Context: an optimization exercise on an open-source flow, tuned for small area and a short achievable clock period. The choices shown serve that exercise and are no tape-out recipe.
Only simulation tests tie the RTL to the original design; equivalence was not proved.
Power and IR drop assume default switching activity.

==> flow/design.v <==
`timescale 1ns/100ps
package rv_isa_pkg;
    localparam int XLEN = 32;
    localparam int REG_ADDR_W = 5;
    typedef enum logic [6:0] {
        OPC_OP     = 7'b0110011,
        OPC_OP_IMM = 7'b0010011,
        OPC_LUI    = 7'b0110111,
        OPC_AUIPC  = 7'b0010111,
        OPC_JAL    = 7'b1101111,
        OPC_BRANCH = 7'b1100011,
        OPC_SYSTEM = 7'b1110011
    } opcode_e;
    typedef enum logic [2:0] {
        F3_ADD  = 3'b000,
        F3_SLL  = 3'b001,
        F3_SLT  = 3'b010,
        F3_SLTU = 3'b011,
        F3_XOR  = 3'b100,
        F3_SR   = 3'b101,
        F3_OR   = 3'b110,
        F3_AND  = 3'b111
    } alu_funct3_e;
    typedef enum logic [2:0] {
        F3_BEQ  = 3'b000,
        F3_BNE  = 3'b001,
        F3_BLT  = 3'b100,
        F3_BGE  = 3'b101,
        F3_BLTU = 3'b110,
        F3_BGEU = 3'b111
    } branch_funct3_e;
    localparam logic [31:0] EBREAK_WORD = 32'h0010_0073;
    localparam logic [31:0] NOP_WORD = 32'h0000_0013;
endpackage
`timescale 1ns/100ps
package hart_pkg;
    localparam logic [31:0] RESET_ADDR = 32'h0000_0000;
    localparam int NUM_REGS = 32;
    typedef enum logic [1:0] {
        FETCH_IDLE,
        FETCH_REQUEST,
        FETCH_WAIT_RSP,
        FETCH_STOPPED
    } fetch_state_e;
    typedef enum logic [3:0] {
        ALU_ADD,
        ALU_SUB,
        ALU_SLL,
        ALU_SLT,
        ALU_SLTU,
        ALU_XOR,
        ALU_SRL,
        ALU_SRA,
        ALU_OR,
        ALU_AND,
        ALU_PASS_B
    } alu_op_e;
    typedef struct packed {
        logic [31:0] inst;
        logic [31:0] pc;
    } fetch_pkt_t;
    typedef struct packed {
        alu_op_e                    alu_op;
        logic                       a_is_pc;
        logic                       b_is_imm;
        logic                       is_branch;
        logic [2:0]                 branch_f3;
        logic                       is_jal;
        logic [4:0]                 rs1_addr;
        logic                       rs1_used;
        logic [4:0]                 rs2_addr;
        logic                       rs2_used;
        logic [4:0]                 rd_addr;
        logic                       rd_wen;
        logic [31:0]                imm;
        logic                       illegal;
        logic                       halt;
    } decoded_t;
    typedef struct packed {
        logic [31:0] result;
        logic [31:0] next_pc;
        logic        taken;
        logic        misaligned;
    } exec_result_t;
    typedef struct packed {
        logic [31:0] inst;
        logic        trap;
        logic        halt;
        logic [4:0]  rs1_raddr;
        logic [4:0]  rs2_raddr;
        logic [31:0] rs1_rdata;
        logic [31:0] rs2_rdata;
        logic [4:0]  rd_waddr;
        logic [31:0] rd_wdata;
        logic [31:0] pc;
        logic [31:0] next_pc;
    } retire_t;
    typedef struct packed {
        logic        valid;
        logic [31:0] next_pc;
        logic        stop;
    } redirect_t;
endpackage
`timescale 1ns/100ps
`timescale 1ns/100ps
`timescale 1ns/100ps
module reg_file (
    input  logic        i_clk,
    input  logic        i_rst,
    input  logic [4:0]  i_rs1_addr,
    input  logic        i_rs1_en,
    input  logic [4:0]  i_rs2_addr,
    input  logic        i_rs2_en,
    output logic [31:0] o_rs1_data,
    output logic [31:0] o_rs2_data,
    input  logic        i_rd_wen,
    input  logic [4:0]  i_rd_addr,
    input  logic [31:0] i_rd_data
);
    logic [31:0] regs [1:31];
    logic [31:1] vld_q;
    logic [31:1] sel1;
    logic [31:1] sel2;
    logic [31:1] wsel;
    always_comb begin
        for (int i = 1; i < 32; i++) begin
            wsel[i] = i_rd_wen && (i_rd_addr == i[4:0]);
            sel1[i] = i_rs1_en && vld_q[i] && (i_rs1_addr == i[4:0]);
            sel2[i] = i_rs2_en && vld_q[i] && (i_rs2_addr == i[4:0]);
        end
    end
    always_ff @(posedge i_clk) begin
        if (i_rst) begin
            vld_q <= '0;
        end else begin
            vld_q <= vld_q | wsel;
        end
    end
    always_ff @(posedge i_clk) begin
        for (int i = 1; i < 32; i++) begin
            if (wsel[i]) begin
                regs[i] <= i_rd_data;
            end
        end
    end
    always_comb begin
        o_rs1_data = '0;
        o_rs2_data = '0;
        for (int i = 1; i < 32; i++) begin
            o_rs1_data = o_rs1_data | ({32{sel1[i]}} & regs[i]);
            o_rs2_data = o_rs2_data | ({32{sel2[i]}} & regs[i]);
        end
    end
endmodule
`timescale 1ns/100ps
module pfx_add (
    input  logic [31:0] i_a,
    input  logic [31:0] i_b,
    input  logic        i_cin,
    output logic [31:0] o_sum,
    output logic        o_cout
);
    logic [32:0] g [0:6];
    logic [32:0] p [0:6];
    logic [31:0] hp;
    assign hp = i_a ^ i_b;
    always_comb begin
        g[0][0] = i_cin;
        p[0][0] = 1'b0;
        for (int i = 0; i < 32; i++) begin
            g[0][i+1] = i_a[i] & i_b[i];
            p[0][i+1] = hp[i];
        end
        for (int l = 0; l < 6; l++) begin
            for (int i = 0; i < 33; i++) begin
                if (((i >> l) & 1) == 1) begin
                    g[l+1][i] = g[l][i] | (p[l][i] & g[l][((i >> l) << l) - 1]);
                    p[l+1][i] = p[l][i] & p[l][((i >> l) << l) - 1];
                end else begin
                    g[l+1][i] = g[l][i];
                    p[l+1][i] = p[l][i];
                end
            end
        end
        for (int i = 0; i < 32; i++) begin
            o_sum[i] = hp[i] ^ g[6][i];
        end
        o_cout = g[6][32];
    end
endmodule
`timescale 1ns/100ps
`timescale 1ns/100ps
module hart_top (
    input  logic         i_clk,
    input  logic         i_rst,
    input  logic         i_imem_ready,
    input  logic         i_imem_valid,
    input  logic [31:0]  i_imem_rdata,
    output logic         o_imem_ren,
    output logic [31:0]  o_imem_raddr,
    output logic         o_retire_valid,
    output logic [208:0] o_retire
);
    localparam logic [1:0] ST_IDLE    = 2'd0;
    localparam logic [1:0] ST_REQUEST = 2'd1;
    localparam logic [1:0] ST_WAIT    = 2'd2;
    localparam logic [1:0] ST_STOPPED = 2'd3;
    logic [1:0]  state_q;
    logic        valid_q;     
    logic [31:2] pc_q;        
    logic [31:0] inst_q;
    logic        illegal_q;
    logic        mis_q;       
    logic        taken_q;
    logic        halt_q;
    logic        rs1u_q;
    logic        rs2u_q;
    logic [31:0] rs1_q;
    logic [31:0] rs2_q;
    logic        live_q;      
    logic [4:0]  rd_q;        
    logic [31:0] res_q;
    logic [31:1] target_q;
    logic        stop;
    logic        wb_en;
    logic        trap;
    logic [31:2] pc4;
    logic [31:1] next_pc;
    assign pc4     = pc_q + 30'd1;
    assign next_pc = taken_q ? target_q : {pc4, 1'b0};
    assign trap    = illegal_q || (taken_q && mis_q);
    assign stop    = trap || halt_q;
    assign wb_en = valid_q && live_q;
    assign o_retire_valid = valid_q;
    assign o_retire = {
        inst_q,
        trap,
        halt_q,
        rs1u_q ? inst_q[19:15] : 5'd0,
        rs2u_q ? inst_q[24:20] : 5'd0,
        rs1u_q ? rs1_q : 32'd0,
        rs2u_q ? rs2_q : 32'd0,
        rd_q,
        live_q ? res_q : 32'd0,
        pc_q, 2'b00,
        next_pc, 1'b0
    };
    logic        accept;
    logic        fetch_valid;
    logic [31:0] fetch_pc;
    assign o_imem_ren   = (state_q == ST_REQUEST) || (valid_q && !stop);
    assign fetch_pc     = valid_q ? {next_pc, 1'b0} : {pc_q, 2'b00};
    assign o_imem_raddr = fetch_pc;
    assign accept       = o_imem_ren && i_imem_ready;
    assign fetch_valid  = i_imem_valid && (accept || state_q == ST_WAIT);
    always_ff @(posedge i_clk) begin
        if (i_rst) begin
            state_q <= ST_IDLE;
            valid_q <= 1'b0;
            pc_q    <= '0;
        end else begin
            valid_q <= fetch_valid;
            if (valid_q) begin
                pc_q <= next_pc[31:2];
            end
            unique case (state_q)
                ST_IDLE: begin
                    if (valid_q && stop) begin
                        state_q <= ST_STOPPED;
                    end else if (!valid_q) begin
                        state_q <= ST_REQUEST;
                    end else begin
                        state_q <= fetch_valid ? ST_IDLE : accept ? ST_WAIT : ST_REQUEST;
                    end
                end
                ST_REQUEST: state_q <= fetch_valid ? ST_IDLE : accept ? ST_WAIT : ST_REQUEST;
                ST_WAIT:    state_q <= i_imem_valid ? ST_IDLE : ST_WAIT;
                default:    state_q <= ST_STOPPED;
            endcase
        end
    end
    logic [31:0] w;
    logic [6:0]  opc;
    logic [2:0]  f3;
    logic [6:0]  f7;
    logic        is_op, is_opimm, is_lui, is_auipc, is_jal, is_br, is_sys;
    logic        ebreak;
    logic        illegal;
    logic        rs1_used, rs2_used;
    logic        rd_live;
    logic [31:0] imm_i, imm_u, imm_t;
    logic [31:0] rf_rs1, rf_rs2;
    logic        byp1, byp2;
    logic [31:0] a, rs2, b, bx;
    logic        sub;
    logic [32:0] sum;
    logic        lt_s, lt_u, eq;
    logic        cond;
    logic        taken;
    logic [31:0] target;
    logic [31:0] fetch_pc4;
    logic [4:0]  shamt;
    logic [31:0] sll_r;
    logic [32:0] sr_x;
    logic [31:0] alu;
    logic [31:0] result;
    assign w   = i_imem_rdata;
    assign opc = w[6:0];
    assign f3  = w[14:12];
    assign f7  = w[31:25];
    assign is_op    = (opc == 7'b0110011);
    assign is_opimm = (opc == 7'b0010011);
    assign is_lui   = (opc == 7'b0110111);
    assign is_auipc = (opc == 7'b0010111);
    assign is_jal   = (opc == 7'b1101111);
    assign is_br    = (opc == 7'b1100011);
    assign is_sys   = (opc == 7'b1110011);
    assign ebreak   = (w == 32'h0010_0073);
    always_comb begin
        if (is_op) begin
            illegal = !((f7 == 7'h00) || (f7 == 7'h20 && (f3 == 3'b000 || f3 == 3'b101)));
        end else if (is_opimm) begin
            illegal = (f3 == 3'b001) ? (f7 != 7'h00)
                    : (f3 == 3'b101) ? !(f7 == 7'h00 || f7 == 7'h20)
                    : 1'b0;
        end else if (is_lui || is_auipc || is_jal) begin
            illegal = 1'b0;
        end else if (is_br) begin
            illegal = (f3[2:1] == 2'b01);
        end else if (is_sys) begin
            illegal = !ebreak;
        end else begin
            illegal = 1'b1;
        end
    end
    assign rs1_used = is_op || is_opimm || is_br;
    assign rs2_used = is_op || is_br;
    assign rd_live = (is_op || is_opimm || is_lui || is_auipc || is_jal) && !illegal &&
                     !(is_jal && w[21]) && (w[11:7] != 5'd0);
    assign imm_i = {{20{w[31]}}, w[31:20]};
    assign imm_u = {w[31:12], 12'd0};
    assign imm_t = w[3] ? {{12{w[31]}}, w[19:12], w[20], w[30:21], 1'b0}
                 : w[6] ? {{20{w[31]}}, w[7], w[30:25], w[11:8], 1'b0}
                 : imm_u;
    assign byp1 = wb_en && (rd_q == w[19:15]);
    assign byp2 = wb_en && (rd_q == w[24:20]);
    reg_file u_reg_file (
        .i_clk      (i_clk),
        .i_rst      (i_rst),
        .i_rs1_addr (w[19:15]),
        .i_rs1_en   (1'b1),
        .i_rs2_addr (w[24:20]),
        .i_rs2_en   (1'b1),
        .o_rs1_data (rf_rs1),
        .o_rs2_data (rf_rs2),
        .i_rd_wen   (wb_en),
        .i_rd_addr  (rd_q),
        .i_rd_data  (res_q)
    );
    assign a   = byp1 ? res_q : rf_rs1;
    assign rs2 = byp2 ? res_q : rf_rs2;
    assign b   = w[5] ? rs2 : imm_i;
    assign sub = w[6] || (w[14:13] == 2'b01) || (w[5] && w[14:12] == 3'b000 && w[30]);
    assign bx  = b ^ {32{sub}};
    pfx_add u_add (
        .i_a    (a),
        .i_b    (bx),
        .i_cin  (sub),
        .o_sum  (sum[31:0]),
        .o_cout (sum[32])
    );
    assign lt_s = (a[31] == bx[31]) ? a[31] : sum[31];
    assign lt_u = !sum[32];
    assign eq   = (a == b);
    always_comb begin
        unique case (f3)
            3'b000:  cond = eq;
            3'b001:  cond = !eq;
            3'b100:  cond = lt_s;
            3'b101:  cond = !lt_s;
            3'b110:  cond = lt_u;
            3'b111:  cond = !lt_u;
            default: cond = 1'b0;
        endcase
    end
    assign taken = is_jal || (is_br && cond);
    assign target    = fetch_pc + imm_t;
    assign fetch_pc4 = fetch_pc + 32'd4;
    assign shamt = b[4:0];
    assign sll_r = a << shamt;
    assign sr_x  = $signed({w[30] && a[31], a}) >>> shamt;
    always_comb begin
        unique case (f3)
            3'b000:  alu = sum[31:0];
            3'b001:  alu = sll_r;
            3'b010:  alu = {31'd0, lt_s};
            3'b011:  alu = {31'd0, lt_u};
            3'b100:  alu = a ^ b;
            3'b101:  alu = sr_x[31:0];
            3'b110:  alu = a | b;
            default: alu = a & b;
        endcase
    end
    assign result = !w[2] ? alu         
                  : w[3]  ? fetch_pc4   
                  : w[5]  ? imm_u       
                  : target;             
    always_ff @(posedge i_clk) begin
        inst_q <= w;
        illegal_q <= illegal;
        mis_q  <= w[3] ? w[21] : w[8];
        taken_q <= taken;
        halt_q <= ebreak;
        rs1u_q <= rs1_used;
        rs2u_q <= rs2_used;
        rs1_q  <= a;
        rs2_q  <= rs2;
        live_q <= rd_live;
        rd_q   <= rd_live ? w[11:7] : 5'd0;
        res_q  <= result;
        target_q <= target[31:1];
    end
endmodule
==> flow/run.sh <==
#!/bin/bash
# synth_recipe.tcl (not shown) runs the flow's synth.tcl, then flattens the netlist and writes it again
# the make line also repeats each setting of config.mk as NAME=value (left out here)
make -C /OpenROAD-flow-scripts/flow DESIGN_CONFIG=/design/flow/config.mk WORK_HOME=/design/flow/orfs CLKGATE_MAP_FILE= SYNTH_SCRIPT=/design/flow/synth_recipe.tcl finish
==> flow/config.mk <==
export PLATFORM = sky130hd
export DESIGN_NAME = hart_top
export DESIGN_NICKNAME = hart_top
export VERILOG_FILES = /design/flow/design.v
export SDC_FILE = /design/flow/constraint.sdc
export NUM_CORES = 4
export LEC_CHECK = 0
export CAP_MARGIN = 20
export CORE_MARGIN = 2
export CORE_UTILIZATION = 40
export SETUP_SLACK_MARGIN = 3.5
export SLEW_MARGIN = 20
==> flow/constraint.sdc <==
create_clock -name core_clock -period 9.0 [get_ports {i_clk}]
set_input_delay 1.8000 -clock core_clock [delete_from_list [all_inputs] [get_ports {i_clk}]]
set_output_delay 1.8000 -clock core_clock [all_outputs]
set_load 0.01 [all_outputs]
==> results of run 1 <==
[registers in the layout (all words and copies together), names as in the netlist]
register and flops:
halt_q 1, illegal_q 1, inst_q 32, live_q 1
mis_q 1, pc_q 30, rd_q 5, res_q 32
rs1_q 32, rs1u_q 1, rs2_q 32, rs2u_q 1
state_q 2, taken_q 1, target_q 31, u_reg_file.regs 992
u_reg_file.vld_q 31, valid_q 1
[critical path: cells and delay by family]
kind,cells,cell delay (ps)
AO/OA/AOI/OAI,16,3630
adder cells (fa/ha/maj),2,810
buffers and inverters,3,590
multiplexers,1,130
AND/OR/NAND/NOR,4,1020
[layout make-up]
type                            instances  area share
Antenna cell                           38    0.001178
Clock buffer                          173     0.04580
Clock inverter                         86     0.01230
Inverter                              144    0.006848
Multi-Input combinational cell       3955      0.3555
Sequential cell                      1227      0.4276
Tap cell                             2072     0.03210
Timing Repair Buffer                 1017      0.1187
[cell families after synthesis]
kind of cell / Yosys count
buf+inv: 619
simple gates: 2131
other cells: 1
fa+ha+maj: 134
flops: 1227
compound gates: 1333
xor+xnor: 133
mux: 219
[what timing repair did]
item | in CTS | in global routing
setup buffers | 128 | 47
gates cloned | 10 | 3
setup endpoints to repair | 57 | 44
pin swaps | 88 | 60
resized for setup | 363 | 156
[through the flow]
stage            util  instance area (um^2)  hold WS [ps]  setup slack (ps)  cells
2_1_floorplan       -                 63790         445.6              1828   5800
3_3_place_gp   0.4552                 71930         501.4             58.10   8224
3_5_place_dp   0.4557                 72010         534.3             26.24   8227
4_1_cts        0.5032                 79520         529.1              2066   8624
5_1_grt        0.5106                 80680         582.9              1726   8681
6_report       0.5111                 80750         552.6              1702   8712
[power groups by stage]
stage	clock network [W]	registers, W	logic [W]
after global placement	0	0.00639	0.000895
after detailed placement	0	0.00639	0.000895
after floorplan	0	0.00645	0.000390
final	0.00597	0.00627	0.00106
after CTS	0.00596	0.00627	0.000973
after global routing	0.00618	0.00627	0.00107
[cells in the final DEF, fill, tap and decap left out, drive strengths merged, types with 154 or more instances in the layout]
master / netlist / final
edfxtp: 992 / 992
buf: 169 / 744
nand3: 639 / 639
a22oi: 409 / 409
nor2: 296 / 296
nand2: 279 / 279
clkdlybuf4s50: 0 / 255
dfxtp: 235 / 235
nand4: 226 / 226
a21oi: 204 / 204
mux2i: 180 / 180
clkbuf: 306 / 179
and2: 166 / 166
and3: 160 / 160
inv: 142 / 154
[per-layer routing]
layer	vias up	wire (um)
met2	6887	166100
met3	2250	62090
met4	32	42300
met5	-	726
li1	24090	-
met1	31590	135700
[worst min-delay path by stage]
stage,from,to,slack (ps),depth (start not counted)
2_1_floorplan,u_reg_file.vld_q[4],u_reg_file.vld_q[4],450,2
3_3_place_gp,state_q[0],state_q[1],500,2
3_5_place_dp,state_q[0],state_q[1],530,2
4_1_cts,state_q[0],state_q[1],530,2
5_1_grt,u_reg_file.vld_q[28],u_reg_file.vld_q[28],580,2
6_report,state_q[0],state_q[1],550,2
==> impl_metrics.py, run 1 <==
metrics = {
    "place": {
        "portBuffers": 274,
        "dpl.hpwl_mm": 264.2,
        "gp_congestion": 1.096,
    },
    "layout": {
        "synthToLayoutAreaGrowth_pct": 27.26,
        "fillCellCount": 13980,
        "fin_nets": 6656,
        "multi_input_area_mm2": 0.02871,
        "final-seq-area_mm2": 0.03453,
        "layout-drive-gt1-share": 0.2164,
    },
    "yosys": {
        "syn_inst": 5797,
        "synth_edf_count": 992,
        "ys_seq_area_frac": 0.5436,
        "async_reset_ff_frac": 0,
        "yosys_warnings": 6,
        "syn_avg_cell_area_um2": 10.95,
        "synth_xor_xnor_area_share": 0.01836,
        "yosysTopAreaCell": "edfxtp_1",
        "synth_cell_types": 100,
        "synth_top_area_frac": 0.4695,
        "synthSimpleGateAreaFrac": 0.1806,
        "synth_top_family_by_area": "simple AND/OR/NAND/NOR gates",
        "ys_top_cells_by_area": "edfxtp_1, dfxtp_1, nand3_1",
        "netlist_area_mm2": 0.06345,
        "ys_top_cells_by_count": "edfxtp_1, nand3_1, a22oi_1, clkbuf_1, nor2_1",
        "synth_fa_ha_area_frac": 0.02725,
        "synth_seq_cells": 1227,
        "synthMuxAreaShare": 0.03656,
        "synth_most_common_cell": "edfxtp_1",
        "synth_compound_area_frac": 0.1530,
        "synthFlopType": "edfxtp_1",
    },
    "drt": {
        "postRouteWirelength_mm": 407.0,
        "antenna_left": 0,
        "num_vias": 64850,
        "firstDrtPassIters": 17,
        "drc_errors": 0,
        "viasPerCell": 7.444,
        "drt-initial-drc-count": 13950,
        "routedWlPerCell_um": 46.71,
    },
    "worst_setup_path": {
        "cp-start-kind": "input pin",
        "critPathLaunch": "i_imem_rdata[19]",
        "reg2reg_to": "res_q[31]",
        "arrival_ps": 8000,
        "slowest_stage": "a222oi_1",
        "r2r_slack_ps": 2420,
        "endpoint": "res_q[31]",
        "crit_path_frequent_cell": "a21oi_2",
        "rr_startpoint": "u_reg_file.vld_q[24]",
        "required_ps": 9700,
        "cp_slowest_stage_delay_ps": 980,
        "end_kind": "register",
        "r2r_cells": 25,
        "critPathKind": "in2reg",
        "crit_path_max_fanout": 5,
    },
    "pwr": {
        "clkPwrFrac": 0.449,
        "comb_power_share": 0.079,
        "p_per_area_mw_per_mm2": 164.7,
        "p_leak_nw": 30.08,
        "power_switching_w": 0.003413,
        "p_int_w": 0.009889,
        "p_total_w": 0.01330,
        "p_seq_frac": 0.471,
        "swShare": 0.2566,
        "peakVddDrop_mv": 0.2180,
    },
    "global_route": {
        "grt_max_degree": 73,
        "grt_use_met1": 0.5637,
        "grt.busiest_layer": "met2",
        "grt_use_met3": 0.2110,
        "grt_util_met2": 0.6926,
        "grt_overflow": 0,
        "grt_pass1_wl_mm": 532.1,
        "grt_usage": 0.4841,
        "antenna_found_initial": 43,
        "grt_pass1_vias": 59710,
    },
    "floorplan": {
        "die_h_um": 402.3,
        "die_w_um": 402.3,
        "num_rows": 146,
        "start_util": 0.4016,
        "dieArea_mm2": 0.1618,
        "core_mm2": 0.1580,
        "pin_count": 279,
    },
    "sta": {
        "finalHoldViolations": 0,
        "skew_ps": 39.26,
        "finalSetupViolations": 0,
        "period_minus_slack_ps": 7298,
        "max_freq_ghz": 0.1370,
        "worst_pin_slew_ps": 1406,
        "finalSetupTns_ps": 0,
        "rsz0062_at_grt": "yes",
        "relSlewSlack": 0.06279,
        "min_period_over_period": 0.8109,
        "drv_slew": 0,
    },
    "clock_network": {
        "cts_htree_levels": 4,
        "hold_buffers": 0,
        "clock_sinks": 1227,
        "root_buffer": "clkbuf_16",
        "insertion_delay_ps": 840,
        "clock_path_buffers": 3,
        "clkSlewWorstSetupHoldPaths_ps": 70,
        "cts_tree": "yes",
        "cts_made_buffers": 141,
    },
    "worst_hold_path": {
        "hold_class": "reg2reg",
    },
    "job": {
        "max_cap_viol_count": 0,
    },
    "status": {
        "run_status": "finished clean",
    },
}
==> run 2, diff against run 1 <==
--- a/flow/design.v
+++ b/flow/design.v
@@ -154,24 +154,27 @@
 endmodule
 `timescale 1ns/100ps
-module pfx_add (
-    input  logic [31:0] i_a,
-    input  logic [31:0] i_b,
-    input  logic        i_cin,
-    output logic [31:0] o_sum,
-    output logic        o_cout
+module pfx_add #(
+    parameter int W = 32
+) (
+    input  logic [W-1:0] i_a,
+    input  logic [W-1:0] i_b,
+    input  logic         i_cin,
+    output logic [W-1:0] o_sum,
+    output logic         o_cout
 );
-    logic [32:0] g [0:6];
-    logic [32:0] p [0:6];
-    logic [31:0] hp;
+    localparam int L = (W >= 32) ? 6 : (W >= 16) ? 5 : (W >= 8) ? 4 : 3;
+    logic [W:0]   g [0:L];
+    logic [W:0]   p [0:L];
+    logic [W-1:0] hp;
     assign hp = i_a ^ i_b;
     always_comb begin
         g[0][0] = i_cin;
         p[0][0] = 1'b0;
-        for (int i = 0; i < 32; i++) begin
+        for (int i = 0; i < W; i++) begin
             g[0][i+1] = i_a[i] & i_b[i];
             p[0][i+1] = hp[i];
         end
-        for (int l = 0; l < 6; l++) begin
-            for (int i = 0; i < 33; i++) begin
+        for (int l = 0; l < L; l++) begin
+            for (int i = 0; i <= W; i++) begin
                 if (((i >> l) & 1) == 1) begin
                     g[l+1][i] = g[l][i] | (p[l][i] & g[l][((i >> l) << l) - 1]);
@@ -183,8 +186,8 @@
             end
         end
-        for (int i = 0; i < 32; i++) begin
-            o_sum[i] = hp[i] ^ g[6][i];
+        for (int i = 0; i < W; i++) begin
+            o_sum[i] = hp[i] ^ g[L][i];
         end
-        o_cout = g[6][32];
+        o_cout = g[L][W];
     end
 endmodule
@@ -212,5 +215,7 @@
     logic        illegal_q;
     logic        mis_q;       
-    logic        taken_q;
+    logic        jal_q;
+    logic        br_q;
+    logic        eq_q;
     logic        halt_q;
     logic        rs1u_q;
@@ -220,7 +225,23 @@
     logic        live_q;      
     logic [4:0]  rd_q;        
-    logic [31:0] res_q;
+    logic [15:0] lo_q;
+    logic        c16_q;
+    logic [15:0] hi0_q;
+    logic [15:0] hi1_q;
+    logic        co0_q;
+    logic        co1_q;
+    logic        a31_q;
+    logic        bx31_q;
+    logic [31:0] oth_q;
+    logic        use_sum_q;
+    logic        use_lt_q;
+    logic [31:0] res;
     logic [31:1] target_q;
     logic        stop;
+    logic [15:0] sum_hi;
+    logic        cout;
+    logic        lt_s, lt_u;
+    logic        cond;
+    logic        taken;
     logic        wb_en;
     logic        trap;
@@ -228,8 +249,27 @@
     logic [31:1] next_pc;
     assign pc4     = pc_q + 30'd1;
-    assign next_pc = taken_q ? target_q : {pc4, 1'b0};
-    assign trap    = illegal_q || (taken_q && mis_q);
+    assign sum_hi  = c16_q ? hi1_q : hi0_q;
+    assign cout    = c16_q ? co1_q : co0_q;
+    assign lt_s    = (a31_q == bx31_q) ? a31_q : sum_hi[15];
+    assign lt_u    = !cout;
+    always_comb begin
+        unique case (inst_q[14:12])
+            3'b000:  cond = eq_q;
+            3'b001:  cond = !eq_q;
+            3'b100:  cond = lt_s;
+            3'b101:  cond = !lt_s;
+            3'b110:  cond = lt_u;
+            3'b111:  cond = !lt_u;
+            default: cond = 1'b0;
+        endcase
+    end
+    assign taken   = jal_q || (br_q && cond);
+    assign next_pc = taken ? target_q : {pc4, 1'b0};
+    assign trap    = illegal_q || (taken && mis_q);
     assign stop    = trap || halt_q;
     assign wb_en = valid_q && live_q;
+    assign res = use_sum_q ? {sum_hi, lo_q}
+               : use_lt_q  ? {31'd0, inst_q[12] ? lt_u : lt_s}
+               : oth_q;
     assign o_retire_valid = valid_q;
     assign o_retire = {
@@ -242,5 +282,5 @@
         rs2u_q ? rs2_q : 32'd0,
         rd_q,
-        live_q ? res_q : 32'd0,
+        live_q ? res : 32'd0,
         pc_q, 2'b00,
         next_pc, 1'b0
@@ -294,8 +334,8 @@
     logic [31:0] a, rs2, b, bx;
     logic        sub;
-    logic [32:0] sum;
-    logic        lt_s, lt_u, eq;
-    logic        cond;
-    logic        taken;
+    logic [16:0] lo;
+    logic [16:0] hi0;
+    logic [16:0] hi1;
+    logic        eq;
     logic [31:0] target;
     logic [31:0] fetch_pc4;
@@ -356,33 +396,15 @@
         .i_rd_wen   (wb_en),
         .i_rd_addr  (rd_q),
-        .i_rd_data  (res_q)
+        .i_rd_data  (res)
     );
-    assign a   = byp1 ? res_q : rf_rs1;
-    assign rs2 = byp2 ? res_q : rf_rs2;
+    assign a   = byp1 ? res : rf_rs1;
+    assign rs2 = byp2 ? res : rf_rs2;
     assign b   = w[5] ? rs2 : imm_i;
     assign sub = w[6] || (w[14:13] == 2'b01) || (w[5] && w[14:12] == 3'b000 && w[30]);
     assign bx  = b ^ {32{sub}};
-    pfx_add u_add (
-        .i_a    (a),
-        .i_b    (bx),
-        .i_cin  (sub),
-        .o_sum  (sum[31:0]),
-        .o_cout (sum[32])
-    );
-    assign lt_s = (a[31] == bx[31]) ? a[31] : sum[31];
-    assign lt_u = !sum[32];
-    assign eq   = (a == b);
-    always_comb begin
-        unique case (f3)
-            3'b000:  cond = eq;
-            3'b001:  cond = !eq;
-            3'b100:  cond = lt_s;
-            3'b101:  cond = !lt_s;
-            3'b110:  cond = lt_u;
-            3'b111:  cond = !lt_u;
-            default: cond = 1'b0;
-        endcase
-    end
-    assign taken = is_jal || (is_br && cond);
+    pfx_add #(.W(16)) u_add_lo  (.i_a(a[15:0]),  .i_b(bx[15:0]),  .i_cin(sub),  .o_sum(lo[15:0]),  .o_cout(lo[16]));
+    pfx_add #(.W(16)) u_add_hi0 (.i_a(a[31:16]), .i_b(bx[31:16]), .i_cin(1'b0), .o_sum(hi0[15:0]), .o_cout(hi0[16]));
+    pfx_add #(.W(16)) u_add_hi1 (.i_a(a[31:16]), .i_b(bx[31:16]), .i_cin(1'b1), .o_sum(hi1[15:0]), .o_cout(hi1[16]));
+    assign eq  = (a == b);
     assign target    = fetch_pc + imm_t;
     assign fetch_pc4 = fetch_pc + 32'd4;
@@ -392,8 +414,5 @@
     always_comb begin
         unique case (f3)
-            3'b000:  alu = sum[31:0];
             3'b001:  alu = sll_r;
-            3'b010:  alu = {31'd0, lt_s};
-            3'b011:  alu = {31'd0, lt_u};
             3'b100:  alu = a ^ b;
             3'b101:  alu = sr_x[31:0];
@@ -410,5 +429,7 @@
         illegal_q <= illegal;
         mis_q  <= w[3] ? w[21] : w[8];
-        taken_q <= taken;
+        jal_q  <= is_jal;
+        br_q   <= is_br;
+        eq_q   <= eq;
         halt_q <= ebreak;
         rs1u_q <= rs1_used;
@@ -418,5 +439,15 @@
         live_q <= rd_live;
         rd_q   <= rd_live ? w[11:7] : 5'd0;
-        res_q  <= result;
+        lo_q   <= lo[15:0];
+        c16_q  <= lo[16];
+        hi0_q  <= hi0[15:0];
+        hi1_q  <= hi1[15:0];
+        co0_q  <= hi0[16];
+        co1_q  <= hi1[16];
+        a31_q  <= a[31];
+        bx31_q <= bx[31];
+        oth_q  <= result;
+        use_sum_q <= !w[2] && (w[14:12] == 3'b000);
+        use_lt_q  <= !w[2] && (w[14:13] == 2'b01);
         target_q <= target[31:1];
     end
--- a/flow/config.mk
+++ b/flow/config.mk
@@ -6,7 +6,9 @@
 export NUM_CORES = 4
 export LEC_CHECK = 0
-export CAP_MARGIN = 20
+export CAP_MARGIN = 10
 export CORE_MARGIN = 2
 export CORE_UTILIZATION = 40
-export SETUP_SLACK_MARGIN = 3.5
-export SLEW_MARGIN = 20
+export CTS_BUF_LIST = sky130_fd_sc_hd__clkbuf_4 sky130_fd_sc_hd__clkbuf_8
+export SETUP_SLACK_MARGIN = 4
+export SLEW_MARGIN = 10
+export TNS_END_PERCENT = 5
==> run 2 against run 1 <==
Effect of this change:
- still clean
- highest routed layer unchanged
- power increased by 3.3%
- via count is 1.9% higher
- clock power is 2% lower
- count of clock-buffer cells in the layout increased by 148
- register-to-register slack gained 1200 ps
- sequential share of layout area shrank 0.16 points
- critical path type unchanged
- synthesized cell count is 0.33% higher
- worst setup slack improved by 1700 ps
- critical path depth down 4
- hold slack about the same
- global-route usage up 0.79 points
==> impl_metrics.py, run 2 <==
metrics = {
    "clock_network": {
        "cts_made_buffers": 220,
        "clkSlewWorstSetupHoldPaths_ps": 60,
        "clock_path_buffers": 3,
        "insertion_delay_ps": 1080,
        "cts_tree": "yes",
        "cts_htree_levels": 4,
        "clock_sinks": 1283,
        "hold_buffers": 0,
        "root_buffer": "clkbuf_8",
    },
    "sta": {
        "max_freq_ghz": 0.1792,
        "finalSetupTns_ps": 0,
        "finalSetupViolations": 0,
        "relSlewSlack": 0.1517,
        "drv_slew": 0,
        "fin_ws_ps": 3420,
        "rsz0062_at_grt": "yes",
        "worst_pin_slew_ps": 1272,
        "min_period_over_period": 0.6200,
        "finalHoldViolations": 0,
        "period_minus_slack_ps": 5580,
        "skew_ps": 117.1,
    },
    "drt": {
        "viasPerCell": 7.289,
        "num_vias": 66060,
        "routedWlPerCell_um": 46.37,
        "postRouteWirelength_mm": 420.2,
        "drt-initial-drc-count": 13950,
        "antenna_left": 0,
        "firstDrtPassIters": 11,
        "drc_errors": 0,
    },
    "pwr": {
        "p_seq_frac": 0.480,
        "p_total_w": 0.01373,
        "clkPwrFrac": 0.428,
        "power_switching_w": 0.003608,
        "p_leak_nw": 31.86,
        "peakVddDrop_mv": 0.1740,
        "p_per_area_mw_per_mm2": 164.1,
        "p_int_w": 0.01013,
        "swShare": 0.2627,
        "comb_power_share": 0.092,
    },
    "place": {
        "post-place-ws_ps": 419.4,
        "dpl.hpwl_mm": 271.1,
        "gp_congestion": 1.059,
        "portBuffers": 274,
    },
    "worst_setup_path": {
        "critPathKind": "in2reg",
        "r2r_cells": 22,
        "r2r_slack_ps": 3570,
        "end_kind": "register",
        "required_ps": 9960,
        "cp-start-kind": "input pin",
        "crit_path_max_fanout": 37,
        "arrival_ps": 6540,
    },
    "job": {
        "max_cap_viol_count": 0,
    },
    "layout": {
        "final_cell_mix": "edfxtp_1, buf_4, a22oi_1",
        "final_common_cell": "edfxtp_1",
        "layout-drive-gt1-share": 0.2620,
        "multi_input_area_mm2": 0.02978,
        "largest_reg_flops": 992,
        "fillCellCount": 14180,
        "fin_nets": 6830,
        "synthToLayoutAreaGrowth_pct": 29.42,
        "top_register": "u_reg_file.regs",
        "final-seq-area_mm2": 0.03565,
        "final_core_util": 0.5212,
    },
    "yosys": {
        "synthFlopType": "edfxtp_1",
        "async_reset_ff_frac": 0,
        "yosys_warnings": 6,
        "synth_top_area_frac": 0.4607,
        "ys_seq_area_frac": 0.5508,
        "synth_most_common_cell": "edfxtp_1",
        "ys_top_cells_by_count": "edfxtp_1, a22oi_1, nand2_1, nor2_1, dfxtp_1",
        "netlist_area_mm2": 0.06466,
        "synth_seq_cells": 1283,
        "syn_avg_cell_area_um2": 11.12,
        "yosysTopAreaCell": "edfxtp_1",
        "ys_top_cells_by_area": "edfxtp_1, dfxtp_1, a22oi_1",
        "synth_cell_types": 113,
        "synth_edf_count": 992,
        "syn_inst": 5816,
    },
    "floorplan": {
        "core_mm2": 0.1606,
        "start_util": 0.4027,
        "num_rows": 147,
        "die_w_um": 406.1,
        "die_h_um": 406.1,
        "dieArea_mm2": 0.1649,
        "pin_count": 279,
    },
    "worst_hold_path": {
        "worstHoldPathCells": 2,
        "hold_class": "reg2reg",
    },
    "global_route": {
        "grt_max_degree": 52,
        "grt_pass1_vias": 60060,
        "antenna_found_initial": 60,
        "grt_overflow": 0,
        "grt_pass1_wl_mm": 543.9,
        "grt_usage": 0.4920,
    },
    "status": {
        "run_status": "finished clean",
    },
}
## run 2: cell types whose count changed after synthesis, sizes merged, moves of 29 or more
cell / delta
a2111oi: +31
a211oi: +29
a222oi: -37
a22oi: +165
and3: +100
and4: -38
clkbuf: -40
dfxtp: +56
mux2i: -31
nand2: +132
nand3: -487
nand4: -74
nor2: +66
nor3: +84
## run 2: cells by family after synthesis
kind of cell,count (synthesis),share of synthesized area
xor+xnor,150,0.02032
simple gates,1884,0.1519
buf+inv,576,0.03740
compound gates,1597,0.1809
other cells,1,0.00005799
flops,1283,0.5508
mux,185,0.03007
fa+ha+maj,140,0.02860
## run 2: worst paths after layout
kind	from	to
setup / recovery	i_imem_rdata[21]	oth_q[27]
hold / removal	state_q[0]	state_q[1]
setup reg to reg	c16_q	oth_q[30]
hold reg to reg	state_q[0]	state_q[1]
## run 2: critical path, stage by stage
cell and delay (ps):
buf_6 140, buf_12 160, and3b_1 230, and3_4 270
buf_4 200, buf_4 150, a22oi_1 170, nand3_1 150
or4_4 510, a31oi_4 290, inv_8 70, buf_4 140
buf_8 200, mux2i_1 190, buf_4 180, mux2i_2 130
mux2_2 300, or3_1 310, a32o_1 300, a311oi_1 280
buf_4 220, a211o_1 120
## run 2: stage by stage
step / std cells / cell area, um^2 / hold WS (ps)
3_5_place_dp: 8294 / 72740 / 526.3
4_1_cts: 8924 / 82070 / 524.5
6_report: 9062 / 83680 / 552.4
3_3_place_gp: 8294 / 72740 / 505.0
5_1_grt: 9017 / 83570 / 536.7
2_1_floorplan: 5819 / 65010 / 484.3
## run 2: what timing repair did
action                                  in CTS  in global routing
resized for setup                          699                204
endpoints found under the setup margin     213                176
gates cloned                                10                  4
pin swaps                                  112                 66
buffers inserted                           215                 69
hold endpoints to repair                     0                  0
## run 2: final cells by class
cell class	count	area share
Antenna cell	65	0.001944
Clock buffer	321	0.04764
Clock inverter	84	0.009150
Inverter	140	0.006609
Multi-Input combinational cell	3962	0.3558
Sequential cell	1283	0.4260
Tap cell	2160	0.03230
Timing Repair Buffer	1046	0.1204
Timing Repair inverter	1	0.00007476
## run 2: layer usage
metal,GRT usage,routed length (um)
met2,0.6899,169700
met1,0.5873,144000
met5,0.009218,588
met4,0.4029,43430
met3,0.2027,62460
## run 2: power by group through the flow
stage / registers [W] / logic (W) / clock network, W
after CTS: 0.00659 / 0.00116 / 0.00585
after detailed placement: 0.00671 / 0.00106 / 0
after global routing: 0.00660 / 0.00128 / 0.00610
final: 0.00659 / 0.00126 / 0.00588
after floorplan: 0.00670 / 0.000535 / 0
after global placement: 0.00671 / 0.00107 / 0
==> run 3, diff against run 2 <==
--- a/flow/config.mk
+++ b/flow/config.mk
@@ -10,5 +10,6 @@
 export CORE_UTILIZATION = 40
 export CTS_BUF_LIST = sky130_fd_sc_hd__clkbuf_4 sky130_fd_sc_hd__clkbuf_8
-export SETUP_SLACK_MARGIN = 4
+export PLACE_DENSITY = 0.45
+export SETUP_SLACK_MARGIN = 5
 export SLEW_MARGIN = 10
 export TNS_END_PERCENT = 5
==> run 3 against run 2 <==
Effect of this change:
- still clean on timing, DRC and antenna
- die area did not move
- first-iteration DRC count fell by 3.7%
- count of clock-buffer cells in the layout fell by 20
- worst setup slack got worse by 250 ps
- via count fell by 2.7%
- power fell by 1.4%
- sequential share of layout area rose by 1.2 points
- largest power group unchanged
==> impl_metrics.py, run 3 <==
metrics = {
    "worst_hold_path": {
        "hold_class": "reg2reg",
    },
    "sta": {
        "drv_slew": 0,
        "worst_pin_slew_ps": 1305,
        "max_freq_ghz": 0.1716,
        "period_minus_slack_ps": 5829,
        "finalHoldViolations": 0,
        "finalSetupTns_ps": 0,
        "hold_slack_ps": 521.0,
        "rsz0062_at_grt": "yes",
        "skew_ps": 53.49,
        "relSlewSlack": 0.1297,
        "min_period_over_period": 0.6476,
        "finalSetupViolations": 0,
    },
    "global_route": {
        "grt_util_met2": 0.6946,
        "grt_use_met1": 0.5763,
        "grt_pass1_wl_mm": 534.9,
        "grt_usage": 0.4846,
        "grt.busiest_layer": "met2",
        "grt_overflow": 0,
        "grt_max_degree": 67,
        "grt_pass1_vias": 59110,
        "grt_use_met3": 0.2054,
        "antenna_found_initial": 49,
    },
    "layout": {
        "final_core_util": 0.5062,
        "final_common_cell": "edfxtp_1",
        "largest_reg_flops": 992,
        "final_cells": 8918,
        "synthToLayoutAreaGrowth_pct": 25.70,
        "fillCellCount": 14540,
        "final_cell_mix": "edfxtp_1, a22oi_1, buf_4",
        "fin_nets": 6699,
        "multi_input_area_mm2": 0.02903,
        "layout-drive-gt1-share": 0.2291,
        "final-seq-area_mm2": 0.03564,
        "top_register": "u_reg_file.regs",
    },
    "drt": {
        "drt-initial-drc-count": 13420,
        "antenna_left": 0,
        "postRouteWirelength_mm": 411.3,
        "num_vias": 64300,
        "firstDrtPassIters": 10,
        "drc_errors": 0,
        "viasPerCell": 7.210,
        "routedWlPerCell_um": 46.13,
    },
    "clock_network": {
        "root_buffer": "clkbuf_8",
        "cts_tree": "yes",
        "clock_sinks": 1283,
        "clock_path_buffers": 3,
        "cts_made_buffers": 219,
        "cts_htree_levels": 4,
        "clkSlewWorstSetupHoldPaths_ps": 70,
        "insertion_delay_ps": 1040,
    },
    "floorplan": {
        "pin_count": 279,
        "core_mm2": 0.1606,
        "num_rows": 147,
        "die_h_um": 406.1,
        "start_util": 0.4027,
        "die_w_um": 406.1,
        "dieArea_mm2": 0.1649,
    },
    "worst_setup_path": {
        "cp-start-kind": "input pin",
        "end_kind": "register",
        "required_ps": 9910,
        "crit_path_max_fanout": 5,
        "critPathKind": "in2reg",
        "arrival_ps": 6730,
    },
    "place": {
        "placed_cells": 8212,
        "portBuffers": 274,
        "gp_congestion": 1.047,
        "dpl.hpwl_mm": 261.3,
    },
    "yosys": {
        "syn_inst": 5816,
        "ys_top_cells_by_area": "edfxtp_1, dfxtp_1, a22oi_1",
        "synth_seq_cells": 1283,
        "ys_top_cells_by_count": "edfxtp_1, a22oi_1, nand2_1, nor2_1, dfxtp_1",
        "yosys_warnings": 6,
        "synthFlopType": "edfxtp_1",
        "syn_avg_cell_area_um2": 11.12,
        "async_reset_ff_frac": 0,
        "ys_seq_area_frac": 0.5508,
        "yosysTopAreaCell": "edfxtp_1",
        "synth_edf_count": 992,
        "synth_top_area_frac": 0.4607,
        "synth_most_common_cell": "edfxtp_1",
        "netlist_area_mm2": 0.06466,
        "synth_cell_types": 113,
    },
    "pwr": {
        "peakVddDrop_mv": 0.1658,
        "p_per_area_mw_per_mm2": 166.6,
        "p_total_w": 0.01354,
        "p_leak_nw": 30.82,
    },
    "status": {
        "run_status": "finished clean",
    },
    "job": {
        "max_cap_viol_count": 0,
    },
}
[run 3: final timing paths]
check,cells past startpoint,endpoint,slack (ps),startpoint
max,23,lo_q[15],3170,i_imem_rdata[20]
min,2,state_q[1],520,state_q[0]
max reg2reg,18,lo_q[15],3300,use_sum_q
min reg2reg,2,state_q[1],520,state_q[0]
[run 3: power breakdown]
part	internal [W]	switching (W)
logic	0.000344	0.000836
clock network	0.00311	0.00265
registers	0.00655	0.0000464
total	0.0100	0.00353
[run 3: final cells by class]
cell class | instances | area share
antenna | 61 | 0.001878
clock buffer | 301 | 0.04619
clock inverter | 94 | 0.01091
inverter | 140 | 0.006788
multi-input combinational | 3963 | 0.3571
sequential | 1283 | 0.4384
tap | 2160 | 0.03325
timing repair buffer | 916 | 0.1055
[run 3: critical path: stages]
cell and delay, ps:
buf_8 110, buf_12 140, xnor2_4 120, and4_1 160, and3b_2 300, a221o_1 300, a221oi_2 310, nand4_1 220
a211oi_2 290, a21oi_2 150, buf_4 180, mux2i_4 240, xor2_1 120, ha_1 390, nand2_2 90, nor2_4 120
o21ai_4 90, a311oi_4 360, a41oi_4 270, a21oi_4 220, a21oi_2 90, fa_1 560, inv_1 60
[run 3: kinds of logic (layout without fill, tap and decap cells)]
group           Yosys count  after routing  share of synthesized area
buf+inv                 576           1451                    0.03740
other cells               1             65                 0.00005799
fa+ha+maj               140            140                    0.02860
compound gates         1597           1597                     0.1809
simple gates           1884           1887                     0.1519
flops                  1283           1283                     0.5508
mux                     185            185                    0.03007
xor+xnor                150            150                    0.02032
[run 3: layer usage]
metal / vias to the layer above / share of wire
met3: 2077 / 0.15
li1: 24190 / -
met1: 31280 / 0.34
met4: 20 / 0.094
met2: 6734 / 0.41
met5: - / 0.00045
[run 3: through the flow]
step / area [um^2] / setup slack [ps]
6_report: 81280 / 3171
5_1_grt: 81180 / 3218
4_1_cts: 79960 / 3381
3_5_place_dp: 71990 / 531.4
3_3_place_gp: 71980 / 543.7
2_1_floorplan: 65020 / 2752
[run 3: timing repair]
action,CTS,global route
pin swaps,92,72
gates cloned,10,3
resized for setup,524,126
endpoints found under the hold margin,0,0
buffers inserted,163,74
hold buffers,0,0
setup endpoints to repair,365,293
==> run 4, diff against run 3 <==
--- a/flow/design.v
+++ b/flow/design.v
@@ -192,4 +192,45 @@
     end
 endmodule
+module pfx_add2 #(
+    parameter int W = 16
+) (
+    input  logic [W-1:0] i_a,
+    input  logic [W-1:0] i_b,
+    output logic [W-1:0] o_sum0,
+    output logic [W-1:0] o_sum1,
+    output logic         o_cout0,
+    output logic         o_cout1
+);
+    localparam int L = (W >= 32) ? 6 : (W >= 16) ? 5 : (W >= 8) ? 4 : 3;
+    logic [W:0]   g [0:L];
+    logic [W:0]   p [0:L];
+    logic [W-1:0] hp;
+    assign hp = i_a ^ i_b;
+    always_comb begin
+        g[0][0] = 1'b0;
+        p[0][0] = 1'b1;
+        for (int i = 0; i < W; i++) begin
+            g[0][i+1] = i_a[i] & i_b[i];
+            p[0][i+1] = hp[i];
+        end
+        for (int l = 0; l < L; l++) begin
+            for (int i = 0; i <= W; i++) begin
+                if (((i >> l) & 1) == 1) begin
+                    g[l+1][i] = g[l][i] | (p[l][i] & g[l][((i >> l) << l) - 1]);
+                    p[l+1][i] = p[l][i] & p[l][((i >> l) << l) - 1];
+                end else begin
+                    g[l+1][i] = g[l][i];
+                    p[l+1][i] = p[l][i];
+                end
+            end
+        end
+        for (int i = 0; i < W; i++) begin
+            o_sum0[i] = hp[i] ^ g[L][i];
+            o_sum1[i] = hp[i] ^ (g[L][i] | p[L][i]);
+        end
+        o_cout0 = g[L][W];
+        o_cout1 = g[L][W] | p[L][W];
+    end
+endmodule
 `timescale 1ns/100ps
 `timescale 1ns/100ps
@@ -233,5 +274,9 @@
     logic        a31_q;
     logic        bx31_q;
-    logic [31:0] oth_q;
+    logic [31:0] oth_q;       
+    logic        sh16_q;
+    logic        shl_q;
+    logic        fill_q;
+    logic [31:0] oth;
     logic        use_sum_q;
     logic        use_lt_q;
@@ -246,7 +291,6 @@
     logic        wb_en;
     logic        trap;
-    logic [31:2] pc4;
+    logic [31:2] pc4_q;       
     logic [31:1] next_pc;
-    assign pc4     = pc_q + 30'd1;
     assign sum_hi  = c16_q ? hi1_q : hi0_q;
     assign cout    = c16_q ? co1_q : co0_q;
@@ -265,11 +309,14 @@
     end
     assign taken   = jal_q || (br_q && cond);
-    assign next_pc = taken ? target_q : {pc4, 1'b0};
+    assign next_pc = taken ? target_q : {pc4_q, 1'b0};
     assign trap    = illegal_q || (taken && mis_q);
     assign stop    = trap || halt_q;
     assign wb_en = valid_q && live_q;
+    assign oth = !sh16_q ? oth_q
+               : shl_q   ? {oth_q[15:0], 16'd0}
+               : {{16{fill_q}}, oth_q[31:16]};
     assign res = use_sum_q ? {sum_hi, lo_q}
                : use_lt_q  ? {31'd0, inst_q[12] ? lt_u : lt_s}
-               : oth_q;
+               : oth;
     assign o_retire_valid = valid_q;
     assign o_retire = {
@@ -404,12 +451,18 @@
     assign bx  = b ^ {32{sub}};
     pfx_add #(.W(16)) u_add_lo  (.i_a(a[15:0]),  .i_b(bx[15:0]),  .i_cin(sub),  .o_sum(lo[15:0]),  .o_cout(lo[16]));
-    pfx_add #(.W(16)) u_add_hi0 (.i_a(a[31:16]), .i_b(bx[31:16]), .i_cin(1'b0), .o_sum(hi0[15:0]), .o_cout(hi0[16]));
-    pfx_add #(.W(16)) u_add_hi1 (.i_a(a[31:16]), .i_b(bx[31:16]), .i_cin(1'b1), .o_sum(hi1[15:0]), .o_cout(hi1[16]));
+    pfx_add2 #(.W(16)) u_add_hi (
+        .i_a     (a[31:16]),
+        .i_b     (bx[31:16]),
+        .o_sum0  (hi0[15:0]),
+        .o_sum1  (hi1[15:0]),
+        .o_cout0 (hi0[16]),
+        .o_cout1 (hi1[16])
+    );
     assign eq  = (a == b);
     assign target    = fetch_pc + imm_t;
     assign fetch_pc4 = fetch_pc + 32'd4;
     assign shamt = b[4:0];
-    assign sll_r = a << shamt;
-    assign sr_x  = $signed({w[30] && a[31], a}) >>> shamt;
+    assign sll_r = a << shamt[3:0];
+    assign sr_x  = $signed({w[30] && a[31], a}) >>> shamt[3:0];
     always_comb begin
         unique case (f3)
@@ -448,4 +501,8 @@
         bx31_q <= bx[31];
         oth_q  <= result;
+        pc4_q  <= fetch_pc4[31:2];
+        sh16_q <= !w[2] && (w[13:12] == 2'b01) && shamt[4];
+        shl_q  <= !w[14];
+        fill_q <= w[30] && a[31];
         use_sum_q <= !w[2] && (w[14:12] == 3'b000);
         use_lt_q  <= !w[2] && (w[14:13] == 2'b01);
--- a/flow/config.mk
+++ b/flow/config.mk
@@ -11,5 +11,5 @@
 export CTS_BUF_LIST = sky130_fd_sc_hd__clkbuf_4 sky130_fd_sc_hd__clkbuf_8
 export PLACE_DENSITY = 0.45
-export SETUP_SLACK_MARGIN = 5
+export SETUP_SLACK_MARGIN = 4
 export SLEW_MARGIN = 10
 export TNS_END_PERCENT = 5
==> run 4 against run 3 <==
Effect of this change:
- first-iteration DRC count fell by 11%
- still clean
- register-to-register slack gained 140 ps
- count of clock-buffer cells in the layout rose by 2
- sequential power rose by 3.3%
- synthesized cell count decreased by 7.3%
- clock skew grew 8.6 ps
- via count fell by 6.4%
- combinational power grew 14%
- utilization hardly changed
- area after synthesis decreased by 2.0%
- hold slack improved by 20 ps
- non-clock buffer count is 92 lower
==> impl_metrics.py, run 4 <==
metrics = {
    "floorplan": {
        "die_h_um": 402.1,
        "core_mm2": 0.1578,
        "die_w_um": 402.1,
        "dieArea_mm2": 0.1616,
        "start_util": 0.4016,
        "num_rows": 146,
        "pin_count": 279,
    },
    "global_route": {
        "grt_pass1_wl_mm": 506.3,
        "grt_overflow": 0,
        "grt_pass1_vias": 55650,
        "grt_usage": 0.4629,
        "antenna_found_initial": 44,
        "grt_max_degree": 65,
    },
    "clock_network": {
        "cts_made_buffers": 222,
        "clock_sinks": 1316,
        "insertion_delay_ps": 1030,
        "clock_path_buffers": 3,
        "cts_tree": "yes",
        "clkSlewWorstSetupHoldPaths_ps": 60,
        "cts_htree_levels": 4,
        "root_buffer": "clkbuf_8",
        "hold_buffers": 0,
    },
    "layout": {
        "final_common_cell": "edfxtp_1",
        "layout-drive-gt1-share": 0.2241,
        "final_core_util": 0.5060,
        "fin_nets": 6216,
        "final_cell_mix": "edfxtp_1, a22oi_1, buf_4",
        "multi_input_area_mm2": 0.02710,
        "synthToLayoutAreaGrowth_pct": 26.00,
        "final_cells": 8341,
        "top_register": "u_reg_file.regs",
        "final-seq-area_mm2": 0.03628,
        "fillCellCount": 14070,
        "largest_reg_flops": 992,
    },
    "yosys": {
        "ys_top_cells_by_count": "edfxtp_1, a22oi_1, nand2_1, dfxtp_1, nor2_1",
        "synth_most_common_cell": "edfxtp_1",
        "netlist_area_mm2": 0.06338,
        "synth_seq_cells": 1316,
        "syn_avg_cell_area_um2": 11.75,
        "ys_seq_area_frac": 0.5723,
        "ys_top_cells_by_area": "edfxtp_1, dfxtp_1, a22oi_1",
        "yosys_warnings": 9,
        "async_reset_ff_frac": 0,
        "synth_edf_count": 992,
        "yosysTopAreaCell": "edfxtp_1",
        "synthFlopType": "edfxtp_1",
        "syn_inst": 5392,
        "synth_cell_types": 117,
        "synth_top_area_frac": 0.4700,
    },
    "worst_hold_path": {
        "hold_class": "reg2reg",
        "worstHoldPathCells": 2,
    },
    "sta": {
        "rsz0062_at_grt": "yes",
        "skew_ps": 62.08,
        "max_freq_ghz": 0.1713,
        "finalSetupViolations": 0,
        "finalHoldViolations": 0,
        "finalSetupTns_ps": 0,
        "min_period_over_period": 0.6485,
        "worst_pin_slew_ps": 1263,
        "period_minus_slack_ps": 5836,
        "drv_slew": 0,
        "relSlewSlack": 0.1562,
    },
    "pwr": {
        "p_int_w": 0.01021,
        "clkPwrFrac": 0.411,
        "p_per_area_mw_per_mm2": 173.8,
        "peakVddDrop_mv": 0.1752,
        "p_leak_nw": 29.68,
        "swShare": 0.2644,
        "comb_power_share": 0.097,
        "p_seq_frac": 0.492,
        "power_switching_w": 0.003669,
    },
    "drt": {
        "num_vias": 60210,
        "drt-initial-drc-count": 11940,
        "firstDrtPassIters": 12,
        "viasPerCell": 7.219,
        "antenna_left": 0,
        "routedWlPerCell_um": 46.42,
        "drc_errors": 0,
        "postRouteWirelength_mm": 387.2,
    },
    "job": {
        "max_cap_viol_count": 0,
    },
    "place": {
        "placed_cells": 7632,
        "portBuffers": 274,
        "gp_congestion": 1.050,
        "dpl.hpwl_mm": 231.8,
    },
    "worst_setup_path": {
        "required_ps": 9900,
        "crit_path_max_fanout": 12,
        "cp-start-kind": "input pin",
        "path_cells": "buf_6 -> buf_12 -> and3b_2 -> and3_4 -> buf_4 -> buf_4 -> buf_4 -> a221oi_1 -> nand4_1 -> o22ai_2 -> inv_1 -> ha_1 -> and3_4 -> o211ai_1 -> buf_4 -> a31o_4 -> a21oi_4 -> a21oi_2 -> fa_2 -> inv_1",
        "critPathKind": "in2reg",
        "path_buf_inv": 8,
        "arrival_ps": 6740,
        "slowest_stage": "a221oi_1",
        "cp_slowest_stage_delay_ps": 580,
        "cp_num_cells": 20,
        "critical-path-top-delay-family": "compound AO/OA/AOI/OAI gates",
        "r2r_cells": 21,
        "end_kind": "register",
        "crit_path_frequent_cell": "buf_4",
    },
    "status": {
        "run_status": "finished clean",
    },
}
-- run 4: changes by cell type after synthesis, sizes merged, moves of 51 or more --
cell	previous run	this run
a21oi	227	138
nor3	131	66
a221oi	55	113
a2111oi	77	14
and3	260	95
a22oi	574	625
nor2	362	284
mux2i	149	209
-- run 4: what timing repair did --
item,4_1_cts,5_1_grt
resized for setup,595,75
cloned,28,2
setup endpoints to repair,227,167
pin swaps,99,57
buffers inserted,187,43
-- run 4: final timing paths --
check                 startpoint                  end  slack, ps
max             i_imem_rdata[17]             lo_q[15]       3160
min          u_reg_file.vld_q[1]  u_reg_file.vld_q[1]        540
max reg2reg                c16_q            oth_q[31]       3440
min reg2reg  u_reg_file.vld_q[1]  u_reg_file.vld_q[1]        540
-- run 4: layer usage --
metal  routed length, um  up-vias  global-route usage
met1              137700    29840              0.5697
met2              158800     6024              0.6597
li1                    -    22620                   -
met5                 522        -            0.003568
met4               34360       30              0.3355
met3               55790     1706              0.1784
-- run 4: power by group through the flow --
stage	combinational [W]	sequential (W)	clock, W
2_1_floorplan	0.000603	0.00692	0
3_3_place_gp	0.00117	0.00694	0
5_1_grt	0.00139	0.00682	0.00598
6_report	0.00135	0.00682	0.00571
4_1_cts	0.00129	0.00682	0.00571
3_5_place_dp	0.00117	0.00694	0
-- run 4: per-stage QoR --
| step | total power (W) | setup slack [ps] | cell area, um^2 | hold WS (ps) |
|---|---|---|---|---|
| 2_1_floorplan | 0.007527 | 2544 | 63490 | 445.5 |
| 3_3_place_gp | 0.008111 | 110.6 | 70140 | 513.7 |
| 3_5_place_dp | 0.008112 | 583.6 | 70150 | 512.8 |
| 4_1_cts | 0.01382 | 3407 | 79040 | 530.1 |
| 5_1_grt | 0.01419 | 3224 | 79780 | 566.3 |
| 6_report | 0.01388 | 3164 | 79860 | 541.3 |
-- run 4: cells by family (layout without fill, tap and decap cells) --
family,after synthesis,after routing,share of synthesized area
and+or+nand+nor,1539,1541,0.1278
AOI/OAI and AO/OA,1497,1498,0.1797
xor gates and xnor gates,136,136,0.01879
DFF,1316,1316,0.5723
other,1,38,0.00005917
adders and majority gates,137,137,0.02809
buffers and inverters,537,1374,0.03573
muxes,229,229,0.03751
-- run 4: layout make-up --
cell class | count | area share
Clock buffer | 303 | 0.04713
Multi-Input combinational cell | 3545 | 0.3394
Timing Repair inverter | 2 | 0.0001253
Antenna cell | 34 | 0.001065
Sequential cell | 1316 | 0.4543
Inverter | 133 | 0.006580
Tap cell | 2072 | 0.03246
Timing Repair Buffer | 824 | 0.1080
Clock inverter | 112 | 0.01086
-- run 4: worst reg2reg max path, cell delays in order (launching register included) --
cell and delay, ps:
dfxtp_4 390, mux2_4 330, maj3_4 380, xor2_4 200, buf_8 180, o21a_4 250, nor2_4 250, buf_4 190
o21ai_4 100, ha_4 310, and4_1 240, nand3_1 140, a211oi_4 340, o311ai_4 150, a21oi_2 240, o21ai_2 100
a31o_2 250, o2111ai_2 240, a21oi_2 100, xnor2_2 300, mux2i_1 160, o211ai_1 540
==> run 5, diff against run 4 <==
--- a/flow/config.mk
+++ b/flow/config.mk
@@ -11,5 +11,5 @@
 export CTS_BUF_LIST = sky130_fd_sc_hd__clkbuf_4 sky130_fd_sc_hd__clkbuf_8
 export PLACE_DENSITY = 0.45
-export SETUP_SLACK_MARGIN = 4
+export SETUP_SLACK_MARGIN = 5
 export SLEW_MARGIN = 10
 export TNS_END_PERCENT = 5
==> run 5 against run 4 <==
Effect of this change:
- first-iteration DRC count shrank 3.1%
- worst setup slack gained 130 ps
- sequential share of layout area shrank 0.33 points
- flip-flop and latch count is the same
- utilization grew 0.38 points
- final cell count grew 0.85%
- global-route usage shrank 1.7 points
- count of clock-buffer cells in the layout grew 9
- power grew 1.8%
- critical endpoint unchanged
- largest cell class unchanged
==> impl_metrics.py, run 5 <==
metrics = {
    "layout": {
        "fillCellCount": 14160,
        "multi_input_area_mm2": 0.02751,
        "synthToLayoutAreaGrowth_pct": 26.94,
        "final_common_cell": "edfxtp_1",
        "top_register": "u_reg_file.regs",
        "final-seq-area_mm2": 0.03629,
        "layout-drive-gt1-share": 0.2417,
        "final_cell_mix": "edfxtp_1, a22oi_1, buf_4",
        "finalInstanceArea_mm2": 0.08045,
        "fin_nets": 6307,
        "largest_reg_flops": 992,
    },
    "floorplan": {
        "die_w_um": 402.1,
        "start_util": 0.4016,
        "core_mm2": 0.1578,
        "dieArea_mm2": 0.1616,
        "num_rows": 146,
        "pin_count": 279,
        "die_h_um": 402.1,
    },
    "place": {
        "portBuffers": 274,
        "gp_congestion": 1.053,
        "place_area_mm2": 0.07060,
        "dpl.hpwl_mm": 242.4,
    },
    "worst_setup_path": {
        "crit_path_max_fanout": 15,
        "r2r_cells": 21,
        "end_kind": "register",
        "cp-start-kind": "input pin",
        "critPathKind": "in2reg",
        "r2r_slack_ps": 3420,
        "arrival_ps": 6610,
        "rr_startpoint": "c16_q",
        "required_ps": 9900,
        "reg2reg_to": "oth_q[31]",
    },
    "sta": {
        "skew_ps": 62.03,
        "max_freq_ghz": 0.1754,
        "worst_pin_slew_ps": 1374,
        "period_minus_slack_ps": 5701,
        "rsz0062_at_grt": "yes",
        "finalSetupTns_ps": 0,
        "finalSetupViolations": 0,
        "finalHoldViolations": 0,
        "min_period_over_period": 0.6335,
        "drv_slew": 0,
        "relSlewSlack": 0.08157,
    },
    "pwr": {
        "p_leak_nw": 30.13,
        "p_per_area_mw_per_mm2": 175.6,
        "peakVddDrop_mv": 0.1453,
    },
    "yosys": {
        "synthFlopType": "edfxtp_1",
        "synth_most_common_cell": "edfxtp_1",
        "async_reset_ff_frac": 0,
        "yosysTopAreaCell": "edfxtp_1",
        "synth_edf_count": 992,
        "synth_cell_types": 117,
        "ys_top_cells_by_count": "edfxtp_1, a22oi_1, nand2_1, dfxtp_1, nor2_1",
        "yosys_warnings": 9,
        "syn_avg_cell_area_um2": 11.75,
        "ys_top_cells_by_area": "edfxtp_1, dfxtp_1, a22oi_1",
        "syn_inst": 5392,
        "netlist_area_mm2": 0.06338,
        "synth_seq_cells": 1316,
        "synth_top_area_frac": 0.4700,
        "ys_seq_area_frac": 0.5723,
    },
    "drt": {
        "drc_errors": 0,
        "drt-initial-drc-count": 11570,
        "routedWlPerCell_um": 44.41,
        "viasPerCell": 7.052,
        "antenna_left": 0,
        "postRouteWirelength_mm": 373.6,
        "firstDrtPassIters": 9,
        "num_vias": 59320,
    },
    "worst_hold_path": {
        "hold_class": "reg2reg",
        "min_to": "u_reg_file.vld_q[15]",
        "worstHoldPathCells": 2,
        "hp-start": "u_reg_file.vld_q[15]",
    },
    "clock_network": {
        "insertion_delay_ps": 1020,
        "clock_path_buffers": 3,
        "cts_tree": "yes",
        "root_buffer": "clkbuf_8",
        "clkSlewWorstSetupHoldPaths_ps": 60,
        "cts_made_buffers": 222,
        "cts_htree_levels": 4,
        "hold_buffers": 0,
        "clock_sinks": 1316,
    },
    "job": {
        "max_cap_viol_count": 0,
    },
    "global_route": {
        "grt_max_degree": 65,
        "grt_pass1_vias": 55490,
        "antenna_found_initial": 23,
        "grt_usage": 0.4460,
        "grt_overflow": 0,
        "grt_pass1_wl_mm": 490.9,
    },
    "status": {
        "run_status": "finished clean",
    },
}
==> run 5: worst max path at each step <==
stage	endpoint	start	cells after the start	slack, ps
floorplan	hi0_q[15]	i_imem_rdata[21]	27	2540
global placement	hi0_q[15]	i_imem_rdata[23]	23	400
detailed placement	hi0_q[15]	i_imem_rdata[23]	23	370
CTS	o_imem_ren	c16_q	13	3300
global route	hi0_q[15]	i_imem_rdata[22]	27	3240
finish	lo_q[15]	i_imem_rdata[22]	17	3300
==> run 5: worst max-delay path: stages <==
cell and delay, ps:
buf_12 130, nor3b_4 420, and3_4 500, buf_4 530
a222oi_1 260, and3_1 230, a31oi_4 350, mux2i_1 230
xor2_1 210, ha_1 370, and3_1 220, o211ai_1 150
a31o_2 320, a21oi_4 190, a21oi_2 90, fa_2 520
inv_1 30
==> run 5: logic make-up (layout without fill, tap and decap cells) <==
logic type                 after synthesis  count (layout)  synth area share
other                                    1              18        0.00005917
xor gates and xnor gates               136             136           0.01879
adders and majority gates              137             137           0.02809
and+or+nand+nor                       1539            1541            0.1278
DFF                                   1316            1316            0.5723
muxes                                  229             229           0.03751
buffers and inverters                  537            1465           0.03573
AOI/OAI and AO/OA                     1497            1498            0.1797
==> run 5: cell type report <==
type / count / area share
flip-flops and latches: 1316 / 0.4511
multi-input cells: 3545 / 0.3419
repair buffers: 917 / 0.1075
clock buffers: 312 / 0.04848
well taps: 2072 / 0.03222
clock inverters: 103 / 0.01194
inverters: 133 / 0.006407
diodes: 14 / 0.0004355
==> run 5: metal layers <==
metal  wire [um]  global-route usage
met5         385            0.008623
met4       32520              0.3048
met3       50200              0.1520
met2      155700              0.6506
met1      134800              0.5560
==> run 5: power by group <==
group	switching [W]	internal [W]	total [W]	leakage, nW
clock	0.00274	0.00317	0.00590	2.56
combinational	0.000944	0.000460	0.00140	15.8
sequential	0.0000717	0.00675	0.00682	11.7
total	0.00375	0.0104	0.0141	30.1
==> run 5: what timing repair did <==
action	in CTS	in global routing
endpoints found under the setup margin	418	308
pin swaps	93	98
setup buffers	166	90
cloned	10	6
resized for setup	495	213
==> run 5: stage by stage <==
step / worst slack (ps) / util / instances / power (W) / hold WS, ps
after floorplan: 2545 / - / 5395 / 0.007536 / 445.5
after global placement: 403.1 / 0.4473 / 7711 / 0.008125 / 518.4
after detailed placement: 365.7 / 0.4473 / 7711 / 0.008128 / 525.3
after CTS: 3304 / 0.4980 / 8302 / 0.01406 / 533.6
after global routing: 3244 / 0.5096 / 8400 / 0.01447 / 556.0
final: 3299 / 0.5097 / 8412 / 0.01413 / 541.6

re-timing with driven ports:
The results above use ideal ports. As a check the final layouts listed here were re-extracted and re-timed, cells and wires unchanged.
Step 1 (the two cells are an assumption about what drives the block):
set clk [get_ports {i_clk}]
set_driving_cell -lib_cell sky130_fd_sc_hd__clkbuf_16 $clk
set_driving_cell -lib_cell sky130_fd_sc_hd__buf_2 [delete_from_list [all_inputs] $clk]
Step 2, shift: input delay + t, output delay - t, t = (earliest + latest rising clock arrival at the registers) / 2. This alone moves slack from input paths to output paths.
Slacks: ideal ports / drivers / drivers and shift; pairs: ideal ports / drivers.
| run | t (ns) | setup slack, ns | worst register clock-pin slew, ns |
|---|---|---|---|
| run 1 | 0.901 | 1.702 / 1.762 / 0.861 | 0.08 / 0.08 |
| run 2 | 1.103 | 3.420 / 3.430 / 2.358 | 0.07 / 0.07 |
| run 3 | 1.090 | 3.171 / 3.216 / 2.126 | 0.08 / 0.08 |
| run 4 | 1.075 | 3.164 / 3.190 / 2.115 | 0.08 / 0.08 |
| run 5 | 1.074 | 3.299 / 3.094 / 2.020 | 0.07 / 0.07 |
After both steps every run listed still meets setup and hold. The setup slack of run 5, which loses most, moves by -0.205 ns with the drivers and by -1.279 ns with both steps.
